Context: an optimization exercise on an open-source flow, tuned for small area, a short achievable clock period and few clock cycles per item. The choices shown serve that exercise and are no tape-out recipe. In this exercise RTL edits were held to simulation tests only and were not proved equivalent to the original. Power is estimated from default activity; no workload was simulated.

==> flow/design.v, too long to show whole: its modules and the start of the top module <==
// module mul_fa: 11 lines
// module mul_xor2: 8 lines
// module mul_maj3: 9 lines
// module mul_ha: 10 lines
// module dadda_mul: 1832 lines
module dadda_mul
(
    input  logic        clk,
    input  logic        rst_n,
    input  logic        in_valid,
    input  logic        mode,
    input  logic [15:0] a,
    input  logic [15:0] b,
    output logic        out_valid,
    output logic [15:0] hi,
    output logic [15:0] lo
);
  // ...
==> flow/flow/run.sh <==
#!/bin/bash
# Standard ORFS layout, except that the port buffers are plain buf_1 cells
# (the default choice is a slow delay-buffer cell).
set -euo pipefail
bash standard.sh BUFFER_PORTS_ARGS="-buffer_cell sky130_fd_sc_hd__buf_1" finish > standard.log 2>&1
==> flow/standard.sh <==
#!/bin/bash
# synth_recipe.tcl (not shown) runs the flow's synth.tcl, then flattens the netlist and writes it again
# the make line also repeats each setting of config.mk as NAME=value (left out here)
make -C /OpenROAD-flow-scripts/flow DESIGN_CONFIG=/design/flow/config.mk WORK_HOME=/design/flow/orfs CLKGATE_MAP_FILE= SYNTH_SCRIPT=/design/flow/synth_recipe.tcl "${@:-finish}"
==> flow/config.mk <==
export PLATFORM = sky130hd
export DESIGN_NAME = dadda_mul
export DESIGN_NICKNAME = dadda_mul
export VERILOG_FILES = /design/flow/design.v
export SDC_FILE = /design/flow/constraint.sdc
export NUM_CORES = 4
export LEC_CHECK = 0
export ABC_AREA = 1
export CAP_MARGIN = 20
export CORE_MARGIN = 2
export CORE_UTILIZATION = 60
export CTS_CLUSTER_DIAMETER = 150
export CTS_CLUSTER_SIZE = 30
export SETUP_SLACK_MARGIN = 2.1
export SLEW_MARGIN = 20
export SYNTH_HIERARCHICAL = 1
export SYNTH_MINIMUM_KEEP_SIZE = 0
==> flow/constraint.sdc <==
create_clock -name core_clock -period 4.0 [get_ports {clk}]
set_input_delay 0.8000 -clock core_clock [delete_from_list [all_inputs] [get_ports {clk}]]
set_output_delay 0.8000 -clock core_clock [all_outputs]
set_load 0.01 [all_outputs]
==> results_dict.tcl, run 1 <==
set metrics [dict create \
    buf_share 0.02252 \
    multi_input_area_share 0.4910 \
    grt-busiest-layer "met2" \
    whs_ns 0.1257 \
    power.leakage_nw 5.767 \
    tightest_slew_ns 0.7473 \
    holdCritPathClass "input port to async pin" \
    dp.cells 1409 \
    top_register "prod" \
    endpoint "s452_q3$_DFF_P_" \
    seq_share 0.4089 \
    multi_input_comb_cells 718 \
    inv_count 88 \
    p_sw_mw 3.577 \
    start_util 0.6064 \
    yosysMostFrequentCell "dfxtp_1" \
    comb_power_mw 4.09 \
    p_total_mw 9.537 \
    largest_class "multi-input gates" \
    die_w_microns 146.5 \
    status "complete, no violations" \
    setup_viol 0 \
    synth_top_family_by_area "adder cells" \
    io-pin-count 69 \
    globalRouteOverflowTotal 0 \
    hold_buffers 0 \
    synth_nets 1362 \
    final_cell_mix "204 x dfxtp_1, 146 x xor2_1, 128 x o22ai_1" \
    via_per_inst 5.226 \
    synthCells 1151 \
    post-route-util 0.6467 \
    sequentialPowerShare 0.426 \
    synthTopCellsByArea "dfxtp_1 42%, fa_1 18%, xor2_1 10%, ha_1 6.9%, o22ai_1 6.6%" \
    drcViolationCount 0 \
    taps 270 \
    post_cts.repair.setup_buffers 1 \
]
Testbench counts, summed over its fixed seeds: cycles 16,024, items 16,000.
==> run 2: changes to the inputs <==
--- a/flow/config.mk
+++ b/flow/config.mk
@@ -9,5 +9,5 @@
 export CAP_MARGIN = 20
 export CORE_MARGIN = 2
-export CORE_UTILIZATION = 60
+export CORE_UTILIZATION = 50
 export CTS_CLUSTER_DIAMETER = 150
 export CTS_CLUSTER_SIZE = 30
==> run 2 against run 1 <==
- critical path depth unchanged
- core utilization decreased by 11 points
- combinational power decreased by 3%
- wire length decreased by 1.1%
- sequential power about the same
- synthesized cell count unchanged
- synthesized area unchanged
- design area increased by 0.32%
- clock skew increased by 0.0034 ns
- die area increased by 19%
==> results_dict.tcl, run 2 <==
set metrics [dict create \
    hold_buffers 0 \
    period_share 0.4841 \
    max-vdd-ir-drop_mv 0.3325 \
    required_ns 4.37 \
    placed_cell_area_sq_um 12520 \
    grt_start_max_net_pins 32 \
    yosys_warnings 7 \
    drcViolationCount 0 \
    synthToLayoutAreaGrowth_pct 6.979 \
    cts_root_buffer "clkbuf_16" \
    n_antenna_cell 0 \
    rsz0062_at_grt "true" \
    status "complete, no violations" \
    worst-r2r-cell-count 3 \
    top_register "prod" \
    ys_seq_area_frac 0.4302 \
    endpoint "s448_q3$_DFF_P_" \
    vias 7460 \
    synth_fa_ha_area_frac 0.2461 \
    routedWlPerCell_microns 15.49 \
    synth_nets 1362 \
    critPathArrivalTime_ns 2.30 \
    fp.dieArea_sq_um 25650 \
    clkTransAtPathRegs_ns 0.11 \
    cts_buffer_depth 3 \
    io-pin-count 69 \
    synth.top_cell.area_share 0.4220 \
    min_period_ns 1.936 \
    netlist_area_sq_um 12190 \
    grt_usage 0.1841 \
    skew_ns 0.02128 \
    antenna_found_initial 0 \
    power.leakage_nw 5.757 \
    synthXorXnorAreaFrac 0.1142 \
    grt_pass1_wl_microns 38360 \
    fmax_ghz 0.5165 \
    largest_register_ffs 32 \
    slew_viol_final 0 \
    critPathKind "flip-flop to flip-flop" \
    cp-start-kind "flip-flop" \
    nets 1363 \
    fin_area_sq_um 13040 \
    globalRouteOverflowTotal 0 \
    use_met3 0.02390 \
    r2r_end "s448_q3$_DFF_P_" \
    synth-seq-cells 261 \
    final_common_cell "dfxtp_1" \
    synthCells 1151 \
    die_h_microns 160.2 \
    tightest_slew_ns 0.7064 \
    via_per_inst 5.051 \
    final_cell_mix "201 x dfxtp_1, 146 x xor2_1, 128 x o22ai_1" \
    rrSetupSlack_ns 2.06 \
    first_pass_iters 4 \
    die_w_microns 160.2 \
    critPathLaunch "c229_q2$_DFF_P_" \
    synth_top_cell_by_area "dfxtp_1" \
    yosys-top-cells-count "257 x dfxtp_1, 146 x xor2_1, 128 x o22ai_1, 122 x nand2_1, 108 x fa_1" \
    async_flop_share 0.01533 \
    finalHoldViolCount 0 \
    reg_top3 "prod (32), vld (4)" \
    drt_iter0_drc 423 \
    cts_tree "yes" \
    synth_compound_area_frac 0.08251 \
    critPathMaxFanout 1 \
    tns_ns 0 \
    reg2reg_from "c229_q2$_DFF_P_" \
    drtAntennaViolNets 0 \
    placementRows 57 \
    place_congestion 0.7869 \
    yosysMostFrequentCell "dfxtp_1" \
    end_kind "flip-flop" \
    max-cap-violations 0 \
    synth-edff-count 0 \
    synth_top_family_by_area "adder cells" \
    met1_usage 0.2714 \
    synth-simple-area-share 0.07163 \
    postRouteWirelength_microns 22880 \
    coreArea_sq_um 24110 \
    syn_area_per_cell_sq_um 10.59 \
    synthTopCellsByArea "dfxtp_1 42%, fa_1 18%, xor2_1 10%, ha_1 6.9%, o22ai_1 6.6%" \
    start_util 0.5058 \
    setup_viol 0 \
    synthFlopType "dfxtp_1" \
    first_global_vias 7336 \
    synthMuxAreaShare 0 \
    holdCritPathClass "input port to async pin" \
    clock_sinks 261 \
    synth_cell_types 25 \
    h-tree-depth 1 \
    io_buffer_count 68 \
    grt-busiest-layer "met2" \
    layout-drive-gt1-share 0.09193 \
    insertion_delay_ns 0.49 \
    p_per_area_nw_per_um2 722.6 \
    grt_use_met2 0.2948 \
    numCtsBuffers 12 \
    hpwlAfterDp_microns 16640 \
    maxSlewHeadroom 0.5284 \
]
-- run 2: cell families after synthesis --
group,count (synthesis)
flip-flops,261
AO/OA/AOI/OAI,168
adder cells (fa/ha/maj),175
AND/OR/NAND/NOR,216
buffers and inverters,172
XOR/XNOR,159
-- run 2: final cells by class --
cell class | count | area [sq um]
clock inverter | 1 | 11.26
inverter | 88 | 330.3
fill | 2187 | 11060
sequential | 261 | 5323
multi-input combinational | 718 | 6362
clock buffer | 14 | 329.1
tap | 324 | 405.4
timing repair buffer | 71 | 281.5
-- run 2: per-module statistics from Yosys, one instance, submodules excluded --
module / copies in the design / flops+latches / cell area (sq um) / cells
mul_fa: 107 / 0 / 20.02 / 1
mul_ha: 31 / 0 / 12.51 / 1
dadda_mul: 1 / 261 / 9662 / 1013
-- run 2: routing by layer --
layer  routed length [microns]  part of all wire
met2                     10450              0.46
met1                     11180              0.49
met4                       240             0.010
met3                      1009             0.044
met5                         0                 0
-- run 2: worst min-delay path by stage --
stage	startpoint	endpoint	slack, ns	cells after the start
2_1_floorplan	g487_q2$_DFF_P_	g487_q3$_DFF_P_	0.31	0
3_3_place_gp	s198_q2$_DFF_P_	s198_q3$_DFF_P_	0.31	0
3_5_place_dp	p486_q3$_DFF_P_	prod[0]$_DFF_P_	0.32	0
4_1_cts	rst_n	vld[0]$_DFF_PN0_	0.11	1
5_1_grt	rst_n	vld[0]$_DFF_PN0_	0.11	1
6_report	rst_n	vld[0]$_DFF_PN0_	0.11	1
-- run 2: through the flow --
step | utilization | hold slack, ns | setup slack [ns] | instances | power, mW
global placement | 0.5195 | 0.3118 | 1.894 | 1461 | 7.967
detailed placement | 0.5195 | 0.3193 | 1.851 | 1461 | 8.057
CTS | 0.5363 | 0.1129 | 2.064 | 1477 | 9.479
floorplan | - | 0.3096 | 2.105 | 1151 | 6.963
finish | 0.5411 | 0.1123 | 2.064 | 1477 | 9.425
global route | 0.5411 | 0.1149 | 2.013 | 1477 | 10.51
-- run 2: power by group --
group | internal [mW] | total [mW] | switching (mW)
clock network | 0.598 | 1.39 | 0.796
registers | 3.55 | 4.07 | 0.517
logic | 1.77 | 3.96 | 2.19
total | 5.92 | 9.42 | 3.51
-- run 2: timing repair --
item                       CTS  global route
setup endpoints to repair   50            97
pin swaps                   40            19
gates cloned                 0             0
gates resized for setup     38            43
buffers inserted             1             0
-- run 2: worst max-delay path: stages (launching register included) --
cell and delay [ns]:
dfxtp_1 0.33, fa_1 0.51, fa_2 0.59, fa_1 0.40
==> run 3: changes to the inputs <==
--- a/flow/config.mk
+++ b/flow/config.mk
@@ -9,7 +9,7 @@
 export CAP_MARGIN = 20
 export CORE_MARGIN = 2
-export CORE_UTILIZATION = 50
-export CTS_CLUSTER_DIAMETER = 150
-export CTS_CLUSTER_SIZE = 30
+export CORE_UTILIZATION = 40
+export CTS_CLUSTER_DIAMETER = 100
+export CTS_CLUSTER_SIZE = 20
 export SETUP_SLACK_MARGIN = 2.1
 export SLEW_MARGIN = 20
==> run 3 against run 2 <==
- core utilization shrank 9.2 points
- clock-buffer cell count is 4 higher
- sequential cell count stayed put
- sequential share of layout area decreased by 1.0 points
- largest cell class unchanged
- first-iteration DRC count up 13%
- clock power grew 23%
- maximum frequency is 0.52% lower
- power is 6.1% higher
- still clean on timing, DRC and antenna
- hold slack got worse by 0.010 ns
- synthesized area unchanged
- register-to-register slack barely moved
==> results_dict.tcl, run 3 <==
set metrics [dict create \
    dp.cells 1531 \
    hpwlAfterDp_microns 17400 \
    cp-start-kind "flip-flop" \
    drtAntennaViolNets 0 \
    syn_area_per_cell_sq_um 10.59 \
    fp.dieArea_sq_um 31890 \
    skew_ns 0.02792 \
    synth_nets 1362 \
    first_pass_iters 5 \
    async_flop_share 0.01533 \
    holdCritPathClass "input port to async pin" \
    pre_cts_slack_ns 1.844 \
    n_antenna_cell 0 \
    synthToLayoutAreaGrowth_pct 9.637 \
    placed_cell_area_sq_um 12640 \
    yosys_warnings 7 \
    grt_usage 0.1616 \
    critPathArrivalTime_ns 2.33 \
    ys_seq_area_frac 0.4302 \
    io-pin-count 69 \
    yosys-top-cells-count "257 x dfxtp_1, 146 x xor2_1, 128 x o22ai_1, 122 x nand2_1, 108 x fa_1" \
    globalRouteOverflowTotal 0 \
    nets 1376 \
    layout-drive-gt1-share 0.1020 \
    critPathKind "flip-flop to flip-flop" \
    drt_iter0_drc 480 \
    synth_top_cell_by_area "dfxtp_1" \
    tns_ns 0 \
    fin_area_sq_um 13370 \
    numCtsBuffers 17 \
    grt_pass1_wl_microns 40840 \
    drcViolationCount 0 \
    cts_tree "yes" \
    max-vdd-ir-drop_mv 0.3067 \
    vias 7706 \
    rrSetupSlack_ns 2.05 \
    clock_sinks 261 \
    end_kind "flip-flop" \
    synthTopCellsByArea "dfxtp_1 42%, fa_1 18%, xor2_1 10%, ha_1 6.9%, o22ai_1 6.6%" \
    crit_chain "fa_1 > fa_1 > fa_2" \
    via_per_inst 4.949 \
    post-route-util 0.4486 \
    stdcell_count 1557 \
    fmax_ghz 0.5138 \
    postRouteWirelength_microns 24640 \
    reg_top3 "prod (32), vld (4)" \
    grt_start_max_net_pins 22 \
    synthCells 1151 \
    power.leakage_nw 5.875 \
    placementRows 63 \
    final_common_cell "dfxtp_1" \
    die_h_microns 178.6 \
    p_per_area_nw_per_um2 748.0 \
    critPathMaxFanout 1 \
    tightest_slew_ns 0.8410 \
    crit_top_cell "fa_1" \
    fill_cells 2797 \
    synth.top_cell.area_share 0.4220 \
    synthFlopType "dfxtp_1" \
    largest_register_ffs 32 \
    rsz0062_at_grt "true" \
    clkTransAtPathRegs_ns 0.08 \
    worst_path_dominant_cell_family "adder cells" \
    netlist_area_sq_um 12190 \
    insertion_delay_ns 0.51 \
    coreArea_sq_um 29800 \
    first_global_vias 7949 \
    finalHoldViolCount 0 \
    crit_buf_inv 0 \
    cts_root_buffer "clkbuf_16" \
    maxSlewHeadroom 0.4385 \
    max-cap-violations 0 \
    status "complete, no violations" \
    synth_cell_types 25 \
    worst_path_max_delay_cell "fa_1" \
    cts_buffer_depth 3 \
    period_share 0.4866 \
    start_util 0.4092 \
    final_cell_mix "204 x dfxtp_1, 146 x xor2_1, 128 x o22ai_1" \
    top_register "prod" \
    routedWlPerCell_microns 15.82 \
    place_congestion 0.8211 \
    setup_viol 0 \
    cpPeakStageDelay_ns 0.56 \
    h-tree-depth 1 \
    die_w_microns 178.6 \
    synth-seq-cells 261 \
    io_buffer_count 68 \
    hold_buffers 0 \
    synth-edff-count 0 \
    min_period_ns 1.946 \
    antenna_found_initial 0 \
    layout_setup_ws_ns 2.054 \
    required_ns 4.39 \
    yosysMostFrequentCell "dfxtp_1" \
    slew_viol_final 0 \
]
run 3: logic make-up after synthesis:
logic type	synth area share
adders and majority gates	0.2461
AOI/OAI and AO/OA	0.08251
buffers and inverters	0.05532
DFF	0.4302
xor gates and xnor gates	0.1142
and+or+nand+nor	0.07163
run 3: worst reg2reg max path, stage by stage (launching register included):
cell,delay (ns)
dfxtp_2,0.33
fa_1,0.51
fa_1,0.56
fa_2,0.43
run 3: where the power goes:
part | leakage [nW] | switching [mW] | total (mW) | internal [mW]
Sequential | 2.21 | 0.505 | 4.06 | 3.55
Combinational | 3.43 | 2.32 | 4.23 | 1.91
Clock | 0.237 | 0.867 | 1.71 | 0.845
Total | 5.88 | 3.69 | 10.0 | 6.30
run 3: path summary, 6_finish.rpt:
check / from / end / cells past startpoint
setup / recovery: s224_q2$_DFF_P_ / s444_q3$_DFF_P_ / 3
hold / removal: rst_n / vld[3]$_DFF_PN0_ / 1
setup reg to reg: s224_q2$_DFF_P_ / s444_q3$_DFF_P_ / 3
hold reg to reg: p486_q2$_DFF_P_ / p486_q3$_DFF_P_ / 0
max in group asynchronous: rst_n / vld[0]$_DFF_PN0_ / 1
min in group core_clock: p486_q2$_DFF_P_ / p486_q3$_DFF_P_ / 0
run 3: cell type report:
type | count | area, sq um | area share
sequential | 261 | 5316 | 0.3977
inverter | 88 | 330.3 | 0.02471
multi-input combinational | 718 | 6385 | 0.4777
clock buffer | 18 | 429.2 | 0.03211
tap | 390 | 488.0 | 0.03651
timing repair buffer | 79 | 362.8 | 0.02715
clock inverter | 3 | 55.05 | 0.004119
run 3: timing repair:
item	4_1_cts	5_1_grt
endpoints found under the setup margin	39	95
cloned	0	0
setup buffers	1	4
pin swaps	41	22
gates resized for setup	29	54
run 3: metrics by stage:
step           power (mW)  hold slack (ns)
6_report            9.999           0.1019
3_3_place_gp        8.029           0.3103
4_1_cts             9.891          0.08961
3_5_place_dp        8.151           0.3143
2_1_floorplan       6.963           0.3096
5_1_grt             11.08           0.1014
run 3: per-layer routing:
layer,track usage,share of wire,vias up
li1,-,-,3721
met1,0.2140,0.45,3747
met2,0.2650,0.46,205
met3,0.03346,0.064,33
met4,0.05183,0.022,0
met5,0,0,-
run 3: Yosys stat by module (local to each module, per instance):
module | cells | copies in the design | cell area (sq um)
dadda_mul | 1013 | 1 | 9662
mul_fa | 1 | 107 | 20.02
mul_ha | 1 | 31 | 12.51
==> run 4: changes to the inputs <==
--- a/flow/config.mk
+++ b/flow/config.mk
@@ -9,8 +9,8 @@
 export CAP_MARGIN = 20
 export CORE_MARGIN = 2
-export CORE_UTILIZATION = 40
-export CTS_CLUSTER_DIAMETER = 100
-export CTS_CLUSTER_SIZE = 20
-export SETUP_SLACK_MARGIN = 2.1
+export CORE_UTILIZATION = 55
+export CTS_CLUSTER_DIAMETER = 150
+export CTS_CLUSTER_SIZE = 30
+export SETUP_SLACK_MARGIN = 2.15
 export SLEW_MARGIN = 20
 export SYNTH_HIERARCHICAL = 1
==> run 4 against run 3 <==
- non-clock buffer count decreased by 4
- register-to-register slack improved by 0.02 ns
- critical path type unchanged
- synthesized cell count is the same
==> results_dict.tcl, run 4 <==
set metrics [dict create \
    status "complete, no violations" \
    multi_input_area_sq_um 6427 \
    stdcell_count 1437 \
    post-route-util 0.6002 \
    die_h_microns 152.9 \
    io_buffer_count 68 \
    sequentialPowerShare 0.424 \
    synthTopCellsByArea "dfxtp_1 42%, fa_1 18%, xor2_1 10%, ha_1 6.9%, o22ai_1 6.6%" \
    layout_setup_ws_ns 2.077 \
    vias 7475 \
    ys_seq_area_frac 0.4302 \
    p_per_area_nw_per_um2 736.0 \
    nets 1367 \
    cts_tree "yes" \
    cts_buffer_depth 3 \
    fin_area_sq_um 13100 \
    yosys_warnings 7 \
    async_flop_share 0.01533 \
    final_cell_mix "201 x dfxtp_1, 146 x xor2_1, 128 x o22ai_1" \
    first_global_vias 7628 \
    via_per_inst 5.202 \
    synth-edff-count 0 \
    critPathKind "flip-flop to flip-flop" \
    first_pass_iters 5 \
    numCtsBuffers 12 \
    cts_root_buffer "clkbuf_16" \
    finalHoldViolCount 0 \
    syn_area_per_cell_sq_um 10.59 \
    power.leakage_nw 5.786 \
    required_ns 4.44 \
    skew_ns 0.02915 \
    p_sw_mw 3.628 \
    synth.top_cell.area_share 0.4220 \
    max-vdd-ir-drop_mv 0.3756 \
    globalRouteOverflowTotal 0 \
    fill_cells 1828 \
    period_share 0.4808 \
    setup_viol 0 \
    critPathMaxFanout 1 \
    drtAntennaViolNets 0 \
    grt_start_max_net_pins 32 \
    seq_area_sq_um 5330 \
    netlist_area_sq_um 12190 \
    drt_iter0_drc 412 \
    rsz0062_at_grt "true" \
    n_antenna_cell 0 \
    layout-drive-gt1-share 0.1098 \
    maxSlewHeadroom 0.5094 \
    pre_cts_slack_ns 1.887 \
    power_frac_clock 0.145 \
    hpwlAfterDp_microns 16820 \
    synth_nets 1362 \
    swShare 0.3763 \
    start_util 0.5587 \
    reg_top3 "prod (32), vld (4)" \
    tns_ns 0 \
    grt_usage 0.2045 \
    slew_viol_final 0 \
    place_congestion 0.8110 \
    placed_cell_area_sq_um 12480 \
    coreArea_sq_um 21820 \
    synth-seq-cells 261 \
    end_kind "flip-flop" \
    die_w_microns 152.9 \
    fp.dieArea_sq_um 23370 \
    placementRows 54 \
    synthCells 1151 \
    max-cap-violations 0 \
    largest_register_ffs 32 \
    cp-start-kind "flip-flop" \
    h-tree-depth 1 \
    synthFlopType "dfxtp_1" \
    holdCritPathClass "input port to async pin" \
    postRouteWirelength_microns 23470 \
    synthToLayoutAreaGrowth_pct 7.440 \
    clock_sinks 261 \
    fmax_ghz 0.5199 \
    critPathArrivalTime_ns 2.36 \
    min_period_ns 1.923 \
    hold_buffers 0 \
    synth_top_cell_by_area "dfxtp_1" \
    io-pin-count 69 \
    routedWlPerCell_microns 16.33 \
    insertion_delay_ns 0.49 \
    tightest_slew_ns 0.7350 \
    grt_pass1_wl_microns 39140 \
    p_int_mw 6.013 \
    clkTransAtPathRegs_ns 0.11 \
    yosysMostFrequentCell "dfxtp_1" \
    yosys-top-cells-count "257 x dfxtp_1, 146 x xor2_1, 128 x o22ai_1, 122 x nand2_1, 108 x fa_1" \
    dp.cells 1417 \
    top_register "prod" \
    synth_cell_types 25 \
    drcViolationCount 0 \
    final_common_cell "dfxtp_1" \
    antenna_found_initial 0 \
    p_comb_frac 0.431 \
]
[run 4: cell counts after synthesis]
Identical to the previous run, type by type.
[run 4: cell type report]
cell class,instances,area share
sequential,261,0.4069
timing repair buffer,75,0.02445
tap,280,0.02675
multi-input combinational,718,0.4907
clock inverter,1,0.0008597
clock buffer,14,0.02512
inverter,88,0.02522
[run 4: logic make-up after synthesis]
kind of cell,synth area share
buffers and inverters,0.05532
DFF,0.4302
and+or+nand+nor,0.07163
adders and majority gates,0.2461
xor gates and xnor gates,0.1142
AOI/OAI and AO/OA,0.08251
[run 4: through the flow]
| stage | power [mW] | hold slack (ns) |
|---|---|---|
| after floorplan | 6.920 | 0.3096 |
| after global placement | 7.951 | 0.3139 |
| after detailed placement | 8.052 | 0.3136 |
| after CTS | 9.575 | 0.09632 |
| after global routing | 10.65 | 0.1048 |
| final | 9.641 | 0.1102 |
[run 4: repair_timing]
| action | CTS | global route |
|---|---|---|
| resized for setup | 40 | 62 |
| buffers inserted | 1 | 4 |
| pin swaps | 12 | 16 |
| endpoints found under the setup margin | 75 | 92 |
[run 4: per-layer routing]
metal  track usage  wire, microns
met5             0              0
met4       0.03968            369
met1        0.2988          11570
met3       0.02523            874
met2        0.3325          10660
[run 4: worst max-delay path, cell delays in order, from the launching register on]
cell and delay (ns):
dfxtp_4 0.38, fa_2 0.54, fa_1 0.44, fa_2 0.52
[run 4: path summary, 6_finish.rpt]
check,from,endpoint,slack [ns],depth (start not counted)
max,s250_q2$_DFF_P_,s454_q3$_DFF_P_,2.08,3
min,rst_n,vld[1]$_DFF_PN0_,0.11,1
max reg2reg,s250_q2$_DFF_P_,s454_q3$_DFF_P_,2.08,3
min reg2reg,g487_q2$_DFF_P_,g487_q3$_DFF_P_,0.33,0
max in group asynchronous,rst_n,vld[2]$_DFF_PN0_,3.71,1
min in group core_clock,g487_q2$_DFF_P_,g487_q3$_DFF_P_,0.33,0
[run 4: per-module statistics from Yosys (local to each module, per instance)]
module	area, sq um	copies in the design	cells inside
dadda_mul	9662	1	1013
mul_fa	20.02	107	1
mul_ha	12.51	31	1
[run 4: power by group through the flow]
stage | logic (mW) | clock network (mW) | registers, mW
global placement | 3.85 | 0 | 4.10
detailed placement | 3.94 | 0 | 4.11
finish | 4.16 | 1.40 | 4.08
floorplan | 2.97 | 0 | 3.95
CTS | 4.06 | 1.45 | 4.07
global route | 4.93 | 1.54 | 4.18

## re-timing with driven ports
Ports are ideal in the flow. The routed layouts listed here were re-timed in OpenROAD.
Step 1 assumes that a clkbuf_16 drives the clock port and a buf_2 every other input.
Step 2 moves the port delays by t, midway between the first and last clock arrival at a register: inputs arrive t later, outputs are due t later. That takes back most of the time a late clock gives input paths.
Three values: ideal ports, drivers, drivers and shift; two values: the first two.
run | t, ns | setup slack, ns | worst setup path at the end | clock arrival spread, ns | pins driven straight from the clock port
run 1 | 0.522 | 2.040 / 2.040 / 2.040 | register to register | 0.018 / 0.018 | 1
run 2 | 0.531 | 2.064 / 2.064 / 2.064 | register to register | 0.021 / 0.022 | 1
run 3 | 0.542 | 2.054 / 2.054 / 2.054 | register to register | 0.028 / 0.028 | 1
run 4 | 0.524 | 2.077 / 2.077 / 2.077 | register to register | 0.032 / 0.032 | 1
After both steps setup and hold are still met in every run listed.
